Background: an optimization exercise with open tools, aiming at small area, a short achievable clock period and few clock cycles per item. Do not read the settings as production practice.
Function not checked in this run: the RTL went through the layout flow alone.
Power figures rest on the tool's default switching activity, not on a simulated workload.

==> design/flow/run.sh <==
#!/bin/bash
# synth_recipe.tcl (not shown) runs the flow's synth.tcl, then flattens the netlist and writes it again
# the make line also repeats each setting of config.mk as NAME=value (left out here)
make -C /OpenROAD-flow-scripts/flow DESIGN_CONFIG=/design/flow/config.mk WORK_HOME=/design/flow/orfs CLKGATE_MAP_FILE= SYNTH_SCRIPT=/design/flow/synth_recipe.tcl finish
==> design/flow/config.mk <==
export PLATFORM = sky130hd
export DESIGN_NAME = grid_first_fit_placer
export DESIGN_NICKNAME = grid_first_fit_placer
export VERILOG_FILES = /design/flow/design.v
export SDC_FILE = /design/flow/constraint.sdc
export NUM_CORES = 4
export LEC_CHECK = 0
export CAP_MARGIN = 20
export CORE_MARGIN = 2
export CORE_UTILIZATION = 40
export SETUP_SLACK_MARGIN = 1.5
export SLEW_MARGIN = 20
==> design/flow/constraint.sdc <==
create_clock -name core_clock -period 7.0 [get_ports {clk}]
set_input_delay 1.4000 -clock core_clock [delete_from_list [all_inputs] [get_ports {clk}]]
set_output_delay 1.4000 -clock core_clock [all_outputs]
set_load 0.01 [all_outputs]
==> design/flow/design.v <==
`default_nettype none
package gffp_pkg;
  localparam int FUNC_W    = 2;
  localparam int XY_W      = 4;
  localparam int DIM_W     = 5;
  localparam int CFG_W     = 5;
  localparam int CFG_IDX_W = 1;
  localparam logic [FUNC_W-1:0] FUNC_PLACE = 2'd0;
  localparam logic [FUNC_W-1:0] FUNC_MARK  = 2'd1;
  localparam logic [FUNC_W-1:0] FUNC_CLEAR = 2'd2;
  localparam logic [FUNC_W-1:0] FUNC_NONE  = 2'd3;
  localparam logic [CFG_W-1:0] GRID_RST = 5'd16;
  typedef struct packed {
    logic             found;
    logic [XY_W-1:0]  place_x;
    logic [XY_W-1:0]  place_y;
    logic             rotated;
    logic [DIM_W-1:0] placed_width;
    logic [DIM_W-1:0] placed_height;
  } res_t;
  function automatic logic [15:0] pfx_or(input logic [15:0] v);
    logic [15:0] t;
    t = v;
    t = t | (t << 1);
    t = t | (t << 2);
    t = t | (t << 4);
    t = t | (t << 8);
    pfx_or = t;
  endfunction
  function automatic logic [15:0] win_and(input logic [15:0] v, input logic [3:0] n);
    logic [15:0] b1, b2, b4, b8, x;
    b1 = v;
    b2 = b1 & (b1 >> 1);
    b4 = b2 & (b2 >> 2);
    b8 = b4 & (b4 >> 4);
    x = v;
    if (n[0]) x = b1 & (x >> 1);
    if (n[1]) x = b2 & (x >> 2);
    if (n[2]) x = b4 & (x >> 4);
    if (n[3]) x = b8 & (x >> 8);
    win_and = x;
  endfunction
  function automatic logic [15:0] span(input logic [15:0] t, input logic [DIM_W-1:0] len);
    span = t & ~(t << len);
  endfunction
  function automatic logic [15:0] below(input logic [CFG_W-1:0] n);
    logic [15:0] t;
    for (int i = 0; i < 16; i++) t[i] = (CFG_W'(i) < n);
    below = t;
  endfunction
  function automatic logic [15:0] below6(input logic [5:0] n);
    logic [15:0] t;
    for (int i = 0; i < 16; i++) t[i] = (6'(i) < n);
    below6 = t;
  endfunction
  function automatic logic [15:0] from(input logic [XY_W-1:0] n);
    logic [15:0] t;
    for (int i = 0; i < 16; i++) t[i] = (XY_W'(i) >= n);
    from = t;
  endfunction
  function automatic logic [15:0] rev16(input logic [15:0] v);
    logic [15:0] r;
    for (int i = 0; i < 16; i++) r[i] = v[15 - i];
    rev16 = r;
  endfunction
  function automatic logic [XY_W-1:0] enc(input logic [15:0] oh);
    logic [XY_W-1:0] e;
    e = '0;
    for (int i = 0; i < 16; i++) if (oh[i]) e = e | XY_W'(i);
    enc = e;
  endfunction
endpackage
`default_nettype wire
`default_nettype none
module gffp_front (
  input  wire logic                           clk,
  input  wire logic                           rst_n,
  input  wire logic                           push,
  output logic                                full,
  input  wire logic [gffp_pkg::FUNC_W-1:0]    in_func,
  input  wire logic [gffp_pkg::XY_W-1:0]      in_pos_x,
  input  wire logic [gffp_pkg::XY_W-1:0]      in_pos_y,
  input  wire logic [gffp_pkg::DIM_W-1:0]     in_rect_width,
  input  wire logic [gffp_pkg::DIM_W-1:0]     in_rect_height,
  input  wire logic                           cfg_valid,
  output logic                                cfg_ready,
  input  wire logic [gffp_pkg::CFG_IDX_W-1:0] cfg_index,
  input  wire logic [gffp_pkg::CFG_W-1:0]     cfg_data,
  input  wire logic [15:0][15:0]              occ,
  input  wire logic                           zero_occ,
  input  wire logic                           acc_ok,
  input  wire logic                           take,
  output logic                                s_valid,
  output logic [gffp_pkg::FUNC_W-1:0]         s_op,
  output logic [gffp_pkg::XY_W-1:0]           s_px,
  output logic [gffp_pkg::XY_W-1:0]           s_py,
  output logic [gffp_pkg::DIM_W-1:0]          s_w,
  output logic [gffp_pkg::DIM_W-1:0]          s_h,
  output logic [gffp_pkg::CFG_W-1:0]          s_gw,
  output logic [gffp_pkg::CFG_W-1:0]          s_gh,
  output logic [15:0]                         s_rows
);
  logic [gffp_pkg::CFG_W-1:0]  gw_reg_r, gh_reg_r;
  logic [gffp_pkg::CFG_W-1:0]  gw_now, gh_now;
  logic                        do_push;
  assign cfg_ready = 1'b1;
  always_ff @(posedge clk) begin
    if (!rst_n) begin
      gw_reg_r <= gffp_pkg::GRID_RST;
      gh_reg_r <= gffp_pkg::GRID_RST;
    end else if (cfg_valid) begin
      if (cfg_index == 1'b0) begin
        gw_reg_r <= cfg_data;
      end else begin
        gh_reg_r <= cfg_data;
      end
    end
  end
  logic [15:0]                 ok1, ok2, ok, wm, rows_new;
  logic [31:0]                 okz;
  logic                        dims_ok;
  always_comb begin
    gw_now = (gw_reg_r > 5'd16) ? 5'd16 : gw_reg_r;
    gh_now = (gh_reg_r > 5'd16) ? 5'd16 : gh_reg_r;
    for (int r = 0; r < 16; r++) begin
      ok1[r] = !(&occ[r]);
      ok2[r] = !(&(occ[r][14:0] | occ[r][15:1]));
    end
    dims_ok = (in_rect_width != '0) && (in_rect_height != '0)
           && (in_rect_width <= 5'd16) && (in_rect_height <= 5'd16);
    ok      = ((((in_rect_width >= 5'd2) && (in_rect_height >= 5'd2)) ? ok2 : ok1)
               | {16{zero_occ}}) & gffp_pkg::below(gh_now);
    okz     = {16'h0, ok};
    wm      = gffp_pkg::below(in_rect_width) & gffp_pkg::below(in_rect_height);
    for (int y = 0; y < 16; y++) rows_new[y] = !(|(~okz[y +: 16] & wm));
    if (!dims_ok || in_func != gffp_pkg::FUNC_PLACE) rows_new = '0;
  end
  typedef struct packed {
    logic [gffp_pkg::FUNC_W-1:0] op;
    logic [gffp_pkg::XY_W-1:0]   px;
    logic [gffp_pkg::XY_W-1:0]   py;
    logic [gffp_pkg::DIM_W-1:0]  w;
    logic [gffp_pkg::DIM_W-1:0]  h;
    logic [gffp_pkg::CFG_W-1:0]  gw;
    logic [gffp_pkg::CFG_W-1:0]  gh;
    logic [15:0]                 rows;
  } ent_t;
  ent_t q0_r, q1_r, ent_new;
  logic v0_r, v1_r, pop_q;
  always_comb begin
    ent_new.op   = in_func;
    ent_new.px   = in_pos_x;
    ent_new.py   = in_pos_y;
    ent_new.w    = in_rect_width;
    ent_new.h    = in_rect_height;
    ent_new.gw   = gw_now;
    ent_new.gh   = gh_now;
    ent_new.rows = rows_new;
  end
  assign full    = v0_r && v1_r;
  assign do_push = push && !full;
  assign pop_q   = take && v0_r;
  assign s_valid = v0_r;
  assign s_op    = q0_r.op;
  assign s_px    = q0_r.px;
  assign s_py    = q0_r.py;
  assign s_w     = q0_r.w;
  assign s_h     = q0_r.h;
  assign s_gw    = q0_r.gw;
  assign s_gh    = q0_r.gh;
  assign s_rows  = q0_r.rows;
  always_ff @(posedge clk) begin
    if (pop_q || !v0_r) begin
      q0_r <= v1_r ? q1_r : ent_new;
    end
    if (do_push) begin
      q1_r <= ent_new;
    end
  end
  always_ff @(posedge clk) begin
    if (!rst_n) begin
      v0_r <= 1'b0;
      v1_r <= 1'b0;
    end else begin
      if (pop_q || !v0_r) begin
        v0_r <= v1_r || do_push;
        v1_r <= v1_r && do_push;
      end else if (do_push) begin
        v1_r <= 1'b1;
      end
    end
  end
endmodule
`default_nettype wire
`default_nettype none
module gffp_engine (
  input  wire logic                        clk,
  input  wire logic                        rst_n,
  input  wire logic                        s_valid,
  input  wire logic [gffp_pkg::FUNC_W-1:0] s_op,
  input  wire logic [gffp_pkg::XY_W-1:0]   s_px,
  input  wire logic [gffp_pkg::XY_W-1:0]   s_py,
  input  wire logic [gffp_pkg::DIM_W-1:0]  s_w,
  input  wire logic [gffp_pkg::DIM_W-1:0]  s_h,
  input  wire logic [gffp_pkg::CFG_W-1:0]  s_gw,
  input  wire logic [gffp_pkg::CFG_W-1:0]  s_gh,
  input  wire logic [15:0]                 s_rows,
  output logic [15:0][15:0]                occ,
  output logic                             zero_occ,
  output logic                             take,
  output logic                             acc_ok,
  output logic                             res_push,
  output gffp_pkg::res_t                   res,
  input  wire logic                        res_free
);
  logic                        c_valid;
  logic [gffp_pkg::FUNC_W-1:0] c_op;
  logic [gffp_pkg::XY_W-1:0]   c_px;
  logic [gffp_pkg::XY_W-1:0]   c_py;     
  logic [gffp_pkg::DIM_W-1:0]  c_w, c_h;
  logic [gffp_pkg::CFG_W-1:0]  c_gw, c_gh;
  logic                        c_has;    
  logic [15:0]                 c_rest;   
  logic [15:0]                 c_mu;     
  logic [15:0]                 c_mr;     
  logic [1:0]                  c_vu, c_vr;   
  logic [15:0][15:0] occ_r;
  assign occ      = occ_r;
  assign zero_occ = c_valid && (c_op == gffp_pkg::FUNC_CLEAR);
  function automatic logic [15:0] down(input logic [15:0] oh, input logic [15:0] wm);
    logic [31:0] z;
    logic [15:0] m;
    z = {oh, 16'h0};
    for (int i = 0; i < 16; i++) m[i] = |(gffp_pkg::rev16(z[i + 1 +: 16]) & wm);
    down = m;
  endfunction
  logic [15:0] colin, wmu, wmr;
  logic [1:0][15:0] mu, mr, fu, fr, ohk;
  logic [1:0]  hitk;
  logic [15:0] oh, fus, pcol;
  logic        hit, sel1, rot;
  logic [gffp_pkg::XY_W-1:0] hit_x;
  always_comb begin
    colin = gffp_pkg::below(c_gw);
    wmu   = gffp_pkg::below(c_w);
    wmr   = gffp_pkg::below(c_h);
    mu[0] = c_mu;
    mr[0] = c_mr;
    mu[1] = c_mu << 1;
    mr[1] = c_mr << 1;
    for (int k = 0; k < 2; k++) begin
      logic [15:0] bu, br, t;
      logic [31:0] bzu, bzr;
      for (int x = 0; x < 16; x++) begin
        logic [15:0] col;
        for (int r = 0; r < 16; r++) col[r] = occ_r[r][x];
        bu[x] = |(col & mu[k]);
        br[x] = |(col & mr[k]);
      end
      bzu = {16'hffff, bu | ~colin};
      bzr = {16'hffff, br | ~colin};
      for (int x = 0; x < 16; x++) begin
        fu[k][x] = c_vu[k] && !(|(bzu[x +: 16] & wmu));
        fr[k][x] = c_vr[k] && !(|(bzr[x +: 16] & wmr));
      end
      hitk[k] = c_has && ((fu[k] | fr[k]) != '0);
      t       = gffp_pkg::pfx_or(fu[k] | fr[k]);
      ohk[k]  = t & ~(t << 1);
    end
    hit   = hitk[0] || hitk[1];
    sel1  = !hitk[0];
    oh    = sel1 ? ohk[1] : ohk[0];
    fus   = sel1 ? fu[1] : fu[0];
    rot   = !(|(oh & fus));
    pcol  = down(oh, rot ? wmr : wmu);
    hit_x = gffp_pkg::enc(oh);
  end
  logic is_place, last, done, def_done, adv, cont;
  assign is_place = (c_op == gffp_pkg::FUNC_PLACE);
  assign last     = !c_has || (c_rest == '0);
  assign done     = c_valid && (!is_place || last || hit);
  assign def_done = c_valid && (!is_place || last);
  assign adv      = done && res_free;
  assign cont     = c_valid && is_place && !last && !hit;
  assign take     = !c_valid || adv;
  assign acc_ok   = !c_valid || (def_done && res_free);
  assign res_push = adv;
  always_comb begin
    res = '0;
    if (c_op == gffp_pkg::FUNC_MARK) begin
      res.found         = 1'b1;
      res.place_x       = c_px;
      res.place_y       = c_py;
      res.placed_width  = c_w;
      res.placed_height = c_h;
    end else if (is_place && hit) begin
      res.found         = 1'b1;
      res.place_x       = hit_x;
      res.place_y       = c_py + gffp_pkg::XY_W'(sel1);
      res.rotated       = rot;
      res.placed_width  = rot ? c_h : c_w;
      res.placed_height = rot ? c_w : c_h;
    end
  end
  function automatic logic [15:0] fit_rows(input logic [gffp_pkg::DIM_W-1:0] n,
                                           input logic [gffp_pkg::CFG_W-1:0] gh);
    logic [5:0] d;
    d = 6'(gh) + 6'd1 - 6'(n);
    fit_rows = (6'(n) > 6'(gh)) ? 16'h0 : gffp_pkg::below6(d);
  endfunction
  function automatic void pick_s(input logic [15:0] rows, input logic [gffp_pkg::DIM_W-1:0] w,
                                 input logic [gffp_pkg::DIM_W-1:0] h,
                                 input logic [gffp_pkg::CFG_W-1:0] gh,
                                 input logic mark, input logic [gffp_pkg::XY_W-1:0] px,
                                 output logic has, output logic [15:0] rest,
                                 output logic [15:0] mu, output logic [15:0] mr,
                                 output logic [gffp_pkg::XY_W-1:0] y,
                                 output logic [1:0] vu, output logic [1:0] vr);
    logic [15:0] t;
    logic [5:0]  eu, er;
    has   = (rows != '0);
    t     = gffp_pkg::pfx_or(rows);
    y     = gffp_pkg::enc(rows & ~(t << 1));
    rest  = rows & (t << 2);
    eu    = 6'(y) + 6'(h);
    er    = 6'(mark ? px : y) + 6'(w);
    mu    = t & gffp_pkg::below6(eu);
    mr    = (mark ? gffp_pkg::from(px) : t) & gffp_pkg::below6(er);
    vu[0] = eu <= 6'(gh);
    vr[0] = (w != h) && (er <= 6'(gh));
    vu[1] = eu < 6'(gh);
    vr[1] = (w != h) && (er < 6'(gh));
  endfunction
  logic        n_has, l_has;
  logic [15:0] n_rest, l_rest, l_rows, n_mu, n_mr, l_mu, l_mr;
  logic [gffp_pkg::XY_W-1:0] n_y, l_y;
  logic [1:0]  n_vu, n_vr, l_vu, l_vr;
  logic        l_mark, l_dims_ok;
  always_comb begin
    pick_s(c_rest, c_w, c_h, c_gh, 1'b0, c_px, n_has, n_rest, n_mu, n_mr, n_y, n_vu, n_vr);
    l_mark    = (s_op == gffp_pkg::FUNC_MARK);
    l_dims_ok = (s_w != '0) && (s_h != '0) && (s_w <= 5'd16) && (s_h <= 5'd16);
    l_rows = (zero_occ && l_dims_ok) ? 16'hffff : s_rows;
    if (s_op != gffp_pkg::FUNC_PLACE) l_rows = '0;
    if (l_mark) l_rows = 16'h1 << s_py;
    pick_s(l_rows, s_w, s_h, s_gh, l_mark, s_px, l_has, l_rest, l_mu, l_mr, l_y, l_vu, l_vr);
    if (l_mark) begin
      l_mu = l_mu & gffp_pkg::below(s_gh);
      l_mr = l_mr & gffp_pkg::below(s_gw);
    end
  end
  always_ff @(posedge clk) begin
    if (take) begin
      c_op   <= s_op;
      c_px   <= s_px;
      c_py   <= l_mark ? s_py : l_y;
      c_w    <= s_w;
      c_h    <= s_h;
      c_gw   <= s_gw;
      c_gh   <= s_gh;
      c_has  <= l_has;
      c_rest <= l_rest;
      c_mu   <= l_mu;
      c_mr   <= l_mr;
      c_vu   <= l_vu;
      c_vr   <= l_vr;
    end else if (cont) begin
      c_rest <= n_rest;
      c_mu   <= n_mu;
      c_mr   <= n_mr;
      c_py   <= n_y;
      c_vu   <= n_vu;
      c_vr   <= n_vr;
    end
  end
  logic [15:0] f_row, f_col;
  always_comb begin
    f_row = '0;
    f_col = '0;
    if (c_op == gffp_pkg::FUNC_MARK) begin
      f_row = c_mu;
      f_col = c_mr;
    end else if (is_place && hit) begin
      f_row = rot ? mr[sel1] : mu[sel1];
      f_col = pcol;
    end
    if (!adv) begin
      f_row = '0;
    end
  end
  always_ff @(posedge clk) begin
    if (!rst_n) begin
      c_valid <= 1'b0;
      occ_r   <= '0;
    end else begin
      if (take) begin
        c_valid <= s_valid;
      end
      if (adv && c_op == gffp_pkg::FUNC_CLEAR) begin
        occ_r <= '0;
      end else begin
        for (int r = 0; r < 16; r++) begin
          occ_r[r] <= occ_r[r] | (f_col & {16{f_row[r]}});
        end
      end
    end
  end
endmodule
`default_nettype wire
`default_nettype none
module gffp_outq (
  input  wire logic                        clk,
  input  wire logic                        rst_n,
  input  wire logic                        res_push,
  input  wire gffp_pkg::res_t              res,
  output logic                             res_free,
  output logic                             empty,
  input  wire logic                        pop,
  output logic                             out_found,
  output logic [gffp_pkg::XY_W-1:0]        out_place_x,
  output logic [gffp_pkg::XY_W-1:0]        out_place_y,
  output logic                             out_rotated,
  output logic [gffp_pkg::DIM_W-1:0]       out_placed_width,
  output logic [gffp_pkg::DIM_W-1:0]       out_placed_height
);
  logic           valid_r;
  gffp_pkg::res_t res_r;
  assign res_free = !valid_r || pop;
  assign empty    = !valid_r;
  assign out_found         = res_r.found;
  assign out_place_x       = res_r.place_x;
  assign out_place_y       = res_r.place_y;
  assign out_rotated       = res_r.rotated;
  assign out_placed_width  = res_r.placed_width;
  assign out_placed_height = res_r.placed_height;
  always_ff @(posedge clk) begin
    if (res_push) begin
      res_r <= res;
    end
  end
  always_ff @(posedge clk) begin
    if (!rst_n) begin
      valid_r <= 1'b0;
    end else if (res_push) begin
      valid_r <= 1'b1;
    end else if (pop) begin
      valid_r <= 1'b0;
    end
  end
endmodule
`default_nettype wire
`default_nettype none
module grid_first_fit_placer (
  input  wire logic                           clk,
  input  wire logic                           rst_n,
  input  wire logic                           push,
  output logic                                full,
  input  wire logic [gffp_pkg::FUNC_W-1:0]    in_func,
  input  wire logic [gffp_pkg::XY_W-1:0]      in_pos_x,
  input  wire logic [gffp_pkg::XY_W-1:0]      in_pos_y,
  input  wire logic [gffp_pkg::DIM_W-1:0]     in_rect_width,
  input  wire logic [gffp_pkg::DIM_W-1:0]     in_rect_height,
  output logic                                empty,
  input  wire logic                           pop,
  output logic                                out_found,
  output logic [gffp_pkg::XY_W-1:0]           out_place_x,
  output logic [gffp_pkg::XY_W-1:0]           out_place_y,
  output logic                                out_rotated,
  output logic [gffp_pkg::DIM_W-1:0]          out_placed_width,
  output logic [gffp_pkg::DIM_W-1:0]          out_placed_height,
  input  wire logic                           cfg_valid,
  output logic                                cfg_ready,
  input  wire logic [gffp_pkg::CFG_IDX_W-1:0] cfg_index,
  input  wire logic [gffp_pkg::CFG_W-1:0]     cfg_data
);
  logic                          s_valid;
  logic [gffp_pkg::FUNC_W-1:0]   s_op;
  logic [gffp_pkg::XY_W-1:0]     s_px, s_py;
  logic [gffp_pkg::DIM_W-1:0]    s_w, s_h;
  logic [gffp_pkg::CFG_W-1:0]    s_gw, s_gh;
  logic                          acc_ok;
  logic [15:0]                   s_rows;
  logic [15:0][15:0]             occ;
  logic                          zero_occ;
  logic                          take;
  logic                          res_push;
  gffp_pkg::res_t                res;
  logic                          res_free;
  gffp_front u_front (
    .clk            (clk),
    .rst_n          (rst_n),
    .push           (push),
    .full           (full),
    .in_func        (in_func),
    .in_pos_x       (in_pos_x),
    .in_pos_y       (in_pos_y),
    .in_rect_width  (in_rect_width),
    .in_rect_height (in_rect_height),
    .cfg_valid      (cfg_valid),
    .cfg_ready      (cfg_ready),
    .cfg_index      (cfg_index),
    .cfg_data       (cfg_data),
    .occ            (occ),
    .zero_occ       (zero_occ),
    .acc_ok         (acc_ok),
    .take           (take),
    .s_valid        (s_valid),
    .s_op           (s_op),
    .s_px           (s_px),
    .s_py           (s_py),
    .s_w            (s_w),
    .s_h            (s_h),
    .s_gw           (s_gw),
    .s_gh           (s_gh),
    .s_rows         (s_rows)
  );
  gffp_engine u_engine (
    .clk      (clk),
    .rst_n    (rst_n),
    .s_valid  (s_valid),
    .s_op     (s_op),
    .s_px     (s_px),
    .s_py     (s_py),
    .s_w      (s_w),
    .s_h      (s_h),
    .s_gw     (s_gw),
    .s_gh     (s_gh),
    .s_rows   (s_rows),
    .occ      (occ),
    .zero_occ (zero_occ),
    .take     (take),
    .acc_ok   (acc_ok),
    .res_push (res_push),
    .res      (res),
    .res_free (res_free)
  );
  gffp_outq u_outq (
    .clk               (clk),
    .rst_n             (rst_n),
    .res_push          (res_push),
    .res               (res),
    .res_free          (res_free),
    .empty             (empty),
    .pop               (pop),
    .out_found         (out_found),
    .out_place_x       (out_place_x),
    .out_place_y       (out_place_y),
    .out_rotated       (out_rotated),
    .out_placed_width  (out_placed_width),
    .out_placed_height (out_placed_height)
  );
endmodule
`default_nettype wire
==> flow_summary.toml <==
[run_status]
status = "finished clean"

[timing]
fin_crit_sh_pct = 89.8
slew_headroom_pct = 7.81
hold_viol = 0
max_freq_mhz = 159
period_needed_ns = 6.28
drv_slew = 0
setup_tns_ns = 0
setup_viol = 0
rsz0062_at_grt = "yes"
fin_skew_ns = 0.0998
tightest_slew_ns = 1.37

[clock_network]
tritoncts_num_sinks = 463
cts-hold-fix-buffers = 0
clk_pin_slew_ns = 0.06
numCtsBuffers = 55
htreeDepth = 2
root_buffer = "clkbuf_16"
clk_path_buf_depth = 3
clkLatencyLatePin_ns = 0.73
cts_tree = "built"

[yosys]
synth_top_area_share_pct = 16.2
syn_area_um2 = 35700
ys_top_cells_by_area = "edfxtp_1, dfxtp_1, a22oi_1, nand2_1, a21oi_1"
syn_avg_cell_area_um2 = 7.99
seq_area_frac_synth_pct = 31.3
ys_ff_latch = 463
synth_common_cells = "nand2_1, a22oi_1, a21oi_1"
ys_warn_count = 3
synthCells = 4470
synth.distinct_cells = 119
synthMostInstantiatedCell = "nand2_1"
async_reset_ff_share_pct = 0
synth_edf_count = 193
synth.largest_area_cell = "edfxtp_1"
syn-num-nets = 4543
ys.flop_type = "dfxtp_1"

[route]
wirelength_um = 247000
vias_per_cell = 7.61
first_pass_iters = 13
wire_per_inst_um = 40.2
antenna_left = 0
drt_first_iter_violations = 9672
vias = 46900
drc = 0

[grt]
grt_max_degree = 58
grt_pass1_wl_um = 326000
grt_pass1_vias = 41200
overflow = 0
antenna_found_initial = 8
grt_util_all_layers_pct = 49.9

[worst_hold_path]
min_from = "u_front.gw_reg_r[2]"
hold_end = "u_front.gw_reg_r[2]"
hold_depth = 2
hold_path_class = "register to register"

[layout]
layout.cells.non_filler = 6156
areaGrowthSynthToFinish_pct = 37.6
nFillCells = 8114
final_cell_area_um2 = 49200
drive_gt1_share_pct = 30.4
nNetsFinal = 5014

[setup_path]
worstPathMaxFanout = 12
endpoint_kind = "register"
r2r_end = "u_engine.occ_r[236]"
critical_path_required_ns = 7.57
cp_top_family = "compound AO/OA/AOI/OAI gates"
reg2reg_slack_ns = 0.72
timing.critical_path.buf_inv = 7
worstPathArrival_ns = 6.85
critical_path_class = "register to register"
crit_path_cell_trace = "buf_4, a41o_2, nand4_1, nor3_4, buf_4, o22ai_1, or4_1, o31ai_4, inv_1, nand3b_1, o211ai_1, a211oi_4, o22a_4, nand2_8, buf_4, a311oi_1, o2111ai_2, nor3_4, buf_6, a2bb2oi_4, buf_12, buf_16, o21ai_2"
r2r-start = "u_engine.c_gw[2]"
cpPeakStageDelay_ns = 0.59
cp_slowest_cell = "edfxtp_1"
path_common_cell = "buf_4"
ff2ff_path_depth = 23
start_kind = "register"

[power_and_ir_drop]
vdd_drop_max_mv = 0.265
power_density_nw_per_um2 = 310
total_leakage_power_nw = 18.1

[placement]
placed_area_um2 = 40600
port_buffers = 52
place_inst = 5757
post-dp-hpwl_um = 177000
routabilityCongestion = 1.15

[die]
die_h_um = 303
die-area_um2 = 91700
dieWidth_um = 303
placementRows = 109
initial_core_util_pct = 40.4
num_io_pins = 54
core_area_um2 = 88500

[run]
maxCapViolations = 0
where the power goes:
group | internal, mW | switching, mW
clock | 1.80 | 1.34
combinational | 3.55 | 5.31
sequential | 2.98 | 0.255
total | 8.34 | 6.90
repair_timing:
item	CTS	global route
endpoints found under the setup margin	478	474
pin swaps	62	172
hold endpoints to repair	0	0
resized for setup	280	540
gates cloned	7	46
buffers inserted	110	129
cell families after synthesis:
logic type                 after synthesis  synth area share [%]
muxes                                   66                  2.03
AOI/OAI and AO/OA                     1881                  36.9
xor gates and xnor gates                25                 0.613
adders and majority gates               43                  1.58
buffers and inverters                  558                  7.65
and+or+nand+nor                       1433                  19.8
other                                    1                0.0105
DFF                                    463                  31.3
stage by stage:
| stage | power [mW] | setup WS, ns | hold slack, ns | util, % |
|---|---|---|---|---|
| after global placement | 9.65 | -1.25 | 0.462 | 45.8 |
| after floorplan | 6.57 | 1.54 | 0.426 | - |
| after detailed placement | 9.59 | -0.712 | 0.483 | 45.9 |
| after CTS | 13.4 | 1.06 | 0.496 | 50.8 |
| after global routing | 15.4 | 0.718 | 0.516 | 55.5 |
| final | 15.2 | 0.716 | 0.513 | 55.5 |
per-layer routing:
| layer | track usage, % | share of wire, % | up-vias |
|---|---|---|---|
| li1 | - | - | 18500 |
| met1 | 61.7 | 35 | 22300 |
| met2 | 69.4 | 39 | 4627 |
| met3 | 22.7 | 16 | 1426 |
| met4 | 32.4 | 9.9 | 8 |
| met5 | 0 | 0.048 | - |
area by class of cell:
class | instances | area [µm²] | share of cell area (%)
Antenna cell | 6 | 15.0 | 0.0305
Clock buffer | 72 | 1510 | 3.07
Clock inverter | 29 | 409 | 0.832
Inverter | 84 | 348 | 0.707
Multi-Input combinational cell | 3449 | 24600 | 49.9
Sequential cell | 463 | 11200 | 22.8
Tap cell | 1165 | 1460 | 2.96
Timing Repair Buffer | 888 | 9660 | 19.7
layout by cell type, fill, tap and decap left out, types with 88 or more instances in the layout:
| master | count |
|---|---|
| nand4_1 | 134 |
| a221oi_1 | 118 |
| a22oi_1 | 312 |
| o21ai_2 | 105 |
| a22o_1 | 133 |
| nand3_1 | 121 |
| buf_4 | 556 |
| o21ai_0 | 158 |
| dfxtp_1 | 266 |
| nand2_1 | 463 |
| o22ai_1 | 105 |
| buf_12 | 129 |
| buf_6 | 94 |
| a21oi_1 | 296 |
| edfxtp_1 | 193 |
| o21ai_1 | 88 |
| nor2_1 | 240 |
worst register-to-register path: stages (launching register included):
cell,delay [ns]
edfxtp_1,0.59
buf_4,0.19
a41o_2,0.50
nand4_1,0.23
nor3_4,0.53
buf_4,0.32
o22ai_1,0.11
or4_1,0.49
o31ai_4,0.40
inv_1,0.14
nand3b_1,0.16
o211ai_1,0.19
a211oi_4,0.29
o22a_4,0.27
nand2_8,0.06
buf_4,0.15
a311oi_1,0.33
o2111ai_2,0.22
nor3_4,0.29
buf_6,0.15
a2bb2oi_4,0.20
buf_12,0.16
buf_16,0.16
o21ai_2,0.05
sequential cells by signal, indices dropped and copies added, names as in the netlist, 4 cells and up:
signal	flops
u_engine.c_gh	5
u_engine.c_gw	5
u_engine.c_h	5
u_engine.c_mr	16
u_engine.c_mu	16
u_engine.c_px	4
u_engine.c_py	4
u_engine.c_rest	14
u_engine.c_w	5
u_engine.occ_r	256
u_front.gh_reg_r	5
u_front.gw_reg_r	5
u_front.q0_r	46
u_front.q1_r	46
u_outq.res_r	20
how the worst max path moves through the flow:
stage                     endpoint        startpoint  cells after the start  slack (ns)
2_1_floorplan     u_engine.c_mr[2]  u_front.q0_r[32]                     28        1.54
3_3_place_gp      u_engine.c_mu[9]  u_front.q0_r[28]                     25       -1.25
3_5_place_dp      u_engine.c_mr[1]  u_front.q0_r[28]                     27       -0.71
4_1_cts        u_engine.occ_r[188]  u_engine.c_gw[2]                     27        1.06
5_1_grt        u_engine.occ_r[236]  u_engine.c_mu[9]                     27        0.72
6_report       u_engine.occ_r[236]  u_engine.c_gw[2]                     23        0.72

-- what the ideal ports hide --
How much do the figures lean on ideal ports? The routed layout below was timed once more, with nothing changed but the port constraints.
Step 1 assumes that a clkbuf_16 drives the clock port and a buf_2 every other input.
Step 2, shift: input delay + t, output delay - t, t = (earliest + latest rising clock arrival at the registers) / 2. This alone moves slack from input paths to output paths.
Three values: no drivers, after step 1, after step 2; two values: the first two.
t (ns): 0.752
slack for setup (ns): 0.716 / 0.716 / 0.716
worst setup path after step 2: register to register
slew at the worst register clock pin (ns): 0.07 / 0.07
After both steps this run still meets setup and hold. The setup slack of this run moves by 0.000 ns with the drivers and by 0.000 ns with both steps.
